Source: an optimization exercise on an open RTL-to-GDS flow (aim: small area and a short achievable clock period). Production flows keep margins and buffers that such runs may drop. Function was checked by simulation only, so behaviour that the tests miss may differ from the original. No activity file was given, so power comes from the tool's default toggle rates.

== build 14 ==
==> flow/design.v <==
module pulse_sched_gen #(
  parameter int TW        = 32,
  parameter int QW        = 16,
  parameter int NTEMP     = 3,
  parameter int PULSE_LEN = 4,
  parameter int TNC_GAP   = 8
)(
  input  logic                  clk,
  input  logic                  rst,
  input  logic                  tick_1us,
  input  logic                  sync_in,
  input  logic                  load,
  input  logic                  en_cal,
  input  logic                  en_noise,
  input  logic [3:0]            n_temp,
  input  logic [15:0]           cal_dly,
  input  logic [TW-1:0]         dt_cal,
  input  logic [TW-1:0]         dt_noise,
  input  logic [NTEMP*TW-1:0]   p_ni,
  input  logic [NTEMP*TW-1:0]   p_ii,
  input  logic [NTEMP*TW-1:0]   p_np,
  input  logic [NTEMP*TW-1:0]   p_ip,
  input  logic [NTEMP*QW-1:0]   qit,
  output logic                  tni,
  output logic                  tki,
  output logic                  tnp,
  output logic                  tkp,
  output logic                  tobm,
  output logic                  tnc,
  output logic                  i_izl,
  output logic                  i_get,
  output logic                  error,
  output logic                  busy,
  output logic [3:0]            cur_train,
  output logic [TW-1:0]         time_now
);
  localparam int CW = $clog2(PULSE_LEN);
  localparam int NP = NTEMP + 2;           
  function automatic logic inc_eq(input logic [TW-1:0] x, input logic [TW-1:0] t);
    logic r;
    r = x[0] ^ t[0];
    r = r & ((x[1] ^ t[1]) == (x[0] | ~t[0]));
    for (int i = 2; i < TW; i++) r = r & ((x[i] ^ t[i]) == (x[i-1] & ~t[i-1]));
    inc_eq = r;
  endfunction
  logic [2:0] s_tk, s_sy, s_ld;
  logic tk_r, sy_r, ld_r, tkv;
  logic st_start, st_arm, st_run, st_endw;    
  logic sh_en_cal, sh_en_noise;
  logic [NTEMP-1:0] sh_ngt;                   
  logic [NP-1:0] en_v;
  logic [15:0] sh_cal_dly;
  logic [TW-1:0] sh_dt_cal, sh_dt_noise;
  logic [NTEMP*TW-1:0] sh_ni, sh_ii, sh_np, sh_ip;
  logic [NTEMP*QW-1:0] sh_qit;
  logic [NP:0] ps, ps_first, ps_next;         
  logic [QW-1:0] rep, q_cur;
  logic done;
  logic [TW-1:0] tg [4];                      
  logic [TW-1:0] oa, ob, oc, od, oe;
  logic [TW-1:0] s1, c1, s2, c2, s3, c3;
  logic [TW-1:0] n0, n1, n2, n3;
  logic [4:0] act, pend, fire;
  logic [CW-1:0] cnt [5];
  logic [3:0] m;
  assign tk_r = s_tk[1] & ~s_tk[2];
  assign sy_r = s_sy[1] & ~s_sy[2];
  assign ld_r = s_ld[1] & ~s_ld[2];
  assign tkv  = tk_r & ~sy_r;
  always_comb begin
    en_v[0] = sh_en_cal;
    en_v[1] = sh_en_noise;
    for (int k = 0; k < NTEMP; k++) en_v[k+2] = sh_ngt[k] && (sh_qit[k*QW +: QW] != '0);
  end
  always_comb begin
    ps_first = '0;
    ps_first[NP] = 1'b1;
    for (int p = NP - 1; p >= 0; p--)
      if (en_v[p]) begin
        ps_first = '0;
        ps_first[p] = 1'b1;
      end
  end
  always_comb begin
    logic seen;
    ps_next = '0;
    seen = 1'b0;
    for (int p = 0; p < NP; p++) begin
      if (seen && en_v[p] && ps_next == '0) ps_next[p] = 1'b1;
      if (ps[p]) seen = 1'b1;
    end
    if (ps_next == '0) ps_next[NP] = 1'b1;
  end
  always_comb begin
    q_cur = (ps[0] | ps[1]) ? QW'(1) : '0;
    for (int k = 0; k < NTEMP; k++) if (ps[k+2]) q_cur = q_cur | sh_qit[k*QW +: QW];
  end
  assign done = (rep + QW'(1)) >= q_cur;
  always_comb begin
    oa = '0;
    ob = '0;
    oc = (ps[0] | ps[1]) ? TW'(sh_cal_dly) : '0;
    od = ({TW{ps[0]}} & sh_dt_cal) | ({TW{ps[1]}} & sh_dt_noise);
    for (int k = 0; k < NTEMP; k++) begin
      oa = oa | ({TW{ps[k+2]}} & sh_ni[k*TW +: TW]);
      ob = ob | ({TW{ps[k+2]}} & sh_ii[k*TW +: TW]);
      oc = oc | ({TW{ps[k+2]}} & sh_np[k*TW +: TW]);
      od = od | ({TW{ps[k+2]}} & sh_ip[k*TW +: TW]);
    end
    oe = oa | (ps[NP] ? TW'(TNC_GAP) : '0);
    s1 = tg[3] ^ oa ^ ob;
    c1 = {(tg[3][TW-2:0] & oa[TW-2:0]) | (tg[3][TW-2:0] & ob[TW-2:0]) | (oa[TW-2:0] & ob[TW-2:0]), 1'b0};
    s2 = s1 ^ c1 ^ oc;
    c2 = {(s1[TW-2:0] & c1[TW-2:0]) | (s1[TW-2:0] & oc[TW-2:0]) | (c1[TW-2:0] & oc[TW-2:0]), 1'b0};
    s3 = s2 ^ c2 ^ od;
    c3 = {(s2[TW-2:0] & c2[TW-2:0]) | (s2[TW-2:0] & od[TW-2:0]) | (c2[TW-2:0] & od[TW-2:0]), 1'b0};
    n0 = tg[3] + oe;
    n1 = s1 + c1;
    n2 = s2 + c2;
    n3 = s3 + c3;
  end
  for (genvar i = 0; i < 4; i++) begin : g_m
    assign m[i] = inc_eq(time_now, tg[i]);
  end
  assign fire[0] = tkv & pend[0] & m[0];
  assign fire[1] = tkv & pend[1] & m[1];
  assign fire[2] = tkv & pend[2] & m[2];
  assign fire[3] = tkv & pend[3] & m[3];
  assign fire[4] = tkv & pend[4] & m[0];
  always_ff @(posedge clk or posedge rst)
    if (rst) begin
      s_tk <= '0;
      s_sy <= '0;
      s_ld <= '0;
      sh_en_cal <= 1'b0;
      sh_en_noise <= 1'b0;
      sh_ngt <= '0;
    end else begin
      s_tk <= {s_tk[1:0], tick_1us};
      s_sy <= {s_sy[1:0], sync_in};
      s_ld <= {s_ld[1:0], load};
      if (ld_r) begin
        sh_en_cal <= en_cal;
        sh_en_noise <= en_noise;
        for (int k = 0; k < NTEMP; k++) sh_ngt[k] <= n_temp > 4'(k);
      end
    end
  always_ff @(posedge clk)
    if (ld_r) begin
      sh_cal_dly <= cal_dly;
      sh_dt_cal <= dt_cal;
      sh_dt_noise <= dt_noise;
      sh_ni <= p_ni;
      sh_ii <= p_ii;
      sh_np <= p_np;
      sh_ip <= p_ip;
      sh_qit <= qit;
    end
  always_ff @(posedge clk) begin
    if (!sy_r) begin
      if (st_start) begin
        tg[3] <= time_now;
        ps <= ps_first;
        rep <= '0;
      end
      if (st_arm) begin
        tg[0] <= n0;
        tg[1] <= n1;
        tg[2] <= n2;
        if (!ps[NP]) tg[3] <= n3;
      end
      if (st_run && fire[3]) begin
        rep <= done ? '0 : rep + QW'(1);
        if (done) ps <= ps_next;
      end
    end
    for (int i = 0; i < 5; i++)
      if (fire[i]) cnt[i] <= CW'(PULSE_LEN - 1);
      else if (tk_r && act[i]) cnt[i] <= cnt[i] - CW'(1);
  end
  always_ff @(posedge clk or posedge rst)
    if (rst) begin
      st_start <= 1'b0;
      st_arm <= 1'b0;
      st_run <= 1'b0;
      st_endw <= 1'b0;
      busy <= 1'b0;
      time_now <= '0;
      act <= '0;
      pend <= '0;
      i_izl <= 1'b0;
      i_get <= 1'b0;
      error <= 1'b0;
    end else begin
      error <= ((fire[0] && i_get) || (fire[2] && i_izl)) ? 1'b1 : ld_r ? 1'b0 : error;
      if (sy_r) begin
        time_now <= '0;
        st_start <= 1'b1;
        st_arm <= 1'b0;
        st_run <= 1'b0;
        st_endw <= 1'b0;
        busy <= 1'b1;
        pend <= '0;
        act <= '0;
        i_izl <= 1'b0;
        i_get <= 1'b0;
      end else begin
        if (tk_r) time_now <= time_now + TW'(1);
        for (int i = 0; i < 5; i++)
          if (fire[i]) act[i] <= 1'b1;
          else if (tk_r && cnt[i] == '0) act[i] <= 1'b0;
        i_izl <= fire[1] ? 1'b0 : fire[0] ? 1'b1 : i_izl;
        i_get <= fire[3] ? 1'b0 : fire[2] ? 1'b1 : i_get;
        pend <= pend & ~fire;
        st_start <= st_endw & fire[4];
        st_arm <= st_start | (st_run & fire[3]);
        st_run <= (st_arm & ~ps[NP]) | (st_run & ~fire[3]);
        st_endw <= (st_arm & ps[NP]) | (st_endw & ~fire[4]);
        if (st_arm) pend <= ps[NP] ? 5'b10000 : (ps[0] | ps[1]) ? 5'b01100 : 5'b01111;
      end
    end
  assign tni = act[0];
  assign tki = act[1];
  assign tnp = act[2];
  assign tkp = act[3];
  assign tobm = act[3];
  assign tnc = act[4];
  assign cur_train = {2'b00, (st_arm | st_run) & ps[4], (st_arm | st_run) & ps[3]};
endmodule
Settings: LEC_CHECK=0, ABC_CLOCK_PERIOD_IN_PS=3000, CAP_MARGIN=20, CORE_MARGIN=2, CORE_UTILIZATION=40, SLEW_MARGIN=20; clock period 11.0 ns.
run.sh (not shown) runs the stock make flow with config.mk's settings and CLKGATE_MAP_FILE= SYNTH_SCRIPT=/design/flow/synth_recipe.tcl, a recipe that flattens the netlist after the stock synthesis.
Here is what was changed in the inputs of build 83 compared with build 14.
Settings: putting SETUP_SLACK_MARGIN at 5 where nothing was set.
==> run summary <==
Against build 14, build 83 reports a total power that is higher.
Overall routed net length of build 83 exceeds that of build 14 by a few percent.
Build 14 has a lower setup slack than build 83.
Build 83 ends up with higher total internal power than build 14 does.
Looking only at fraction of power consumed by combinational cells, and setting everything else aside, the higher value of build 14 and build 83 goes to build 83.
Sort build 14 and build 83 by non-clock buffer count desc -> top: build 83
Looking at build 14 and build 83, the worst hold slack is a wash.
Comparing build 14 and build 83, the lower fraction of final layout cells with drive strength greater than 1 was measured on build 14.
Going from build 14 to build 83, the reported combinational group power was found to have gone up by 3.1%.
For build 5, these inputs were changed with respect to build 83:
Settings: a deleted SETUP_SLACK_MARGIN that had been 5; a deleted ABC_CLOCK_PERIOD_IN_PS that had been 3000.
### Flow results
Build 5 finished every stage and its layout cleared the timing, DRC and antenna checks. As far as share of the synthesized netlist area taken by xor and xnor gates is concerned, build 5 and build 83 perform about the same. [compare] base=build 83 new=build 5: routability-driven placement congestion ratio dropped 0.0049; final cell count moved down; total power went down; share of layout cells above drive strength 1 lost 1.0 points; wire length of the first global-routing pass -0.72%. Delta (build 5 minus build 83): data required time of the worst path decreased 0.04 ns; via count essentially unchanged.

-- re-timing with driven ports --
How much do the figures lean on ideal ports? The routed layouts below were timed once more, with nothing changed but the port constraints. Step 1 (the two cells are an assumption about what drives the block):
set clk [get_ports {clk}]
set_driving_cell -lib_cell sky130_fd_sc_hd__clkbuf_16 $clk
set_driving_cell -lib_cell sky130_fd_sc_hd__buf_2 [delete_from_list [all_inputs] $clk]
Step 2 times the ports against the registers' clock, not the clock port: input delays grow and output delays shrink by t, the midpoint of the rising clock arrivals with the driver on. a / b / c = ideal ports / drivers / drivers and shift; a / b = the first two.
run | t (ns) | setup WS [ns] | worst hold slack (ns) | worst setup path after step 2
build 14 | 0.738 | 4.390 / 4.390 / 4.390 | 0.351 / 0.351 / 0.351 | register to register
build 83 | 0.722 | 5.168 / 5.168 / 5.168 | 0.349 / 0.349 / 0.349 | register to register
build 5 | 0.738 | 4.390 / 4.390 / 4.390 | 0.351 / 0.351 / 0.351 | register to register
After both steps setup and hold are still met in every run listed.
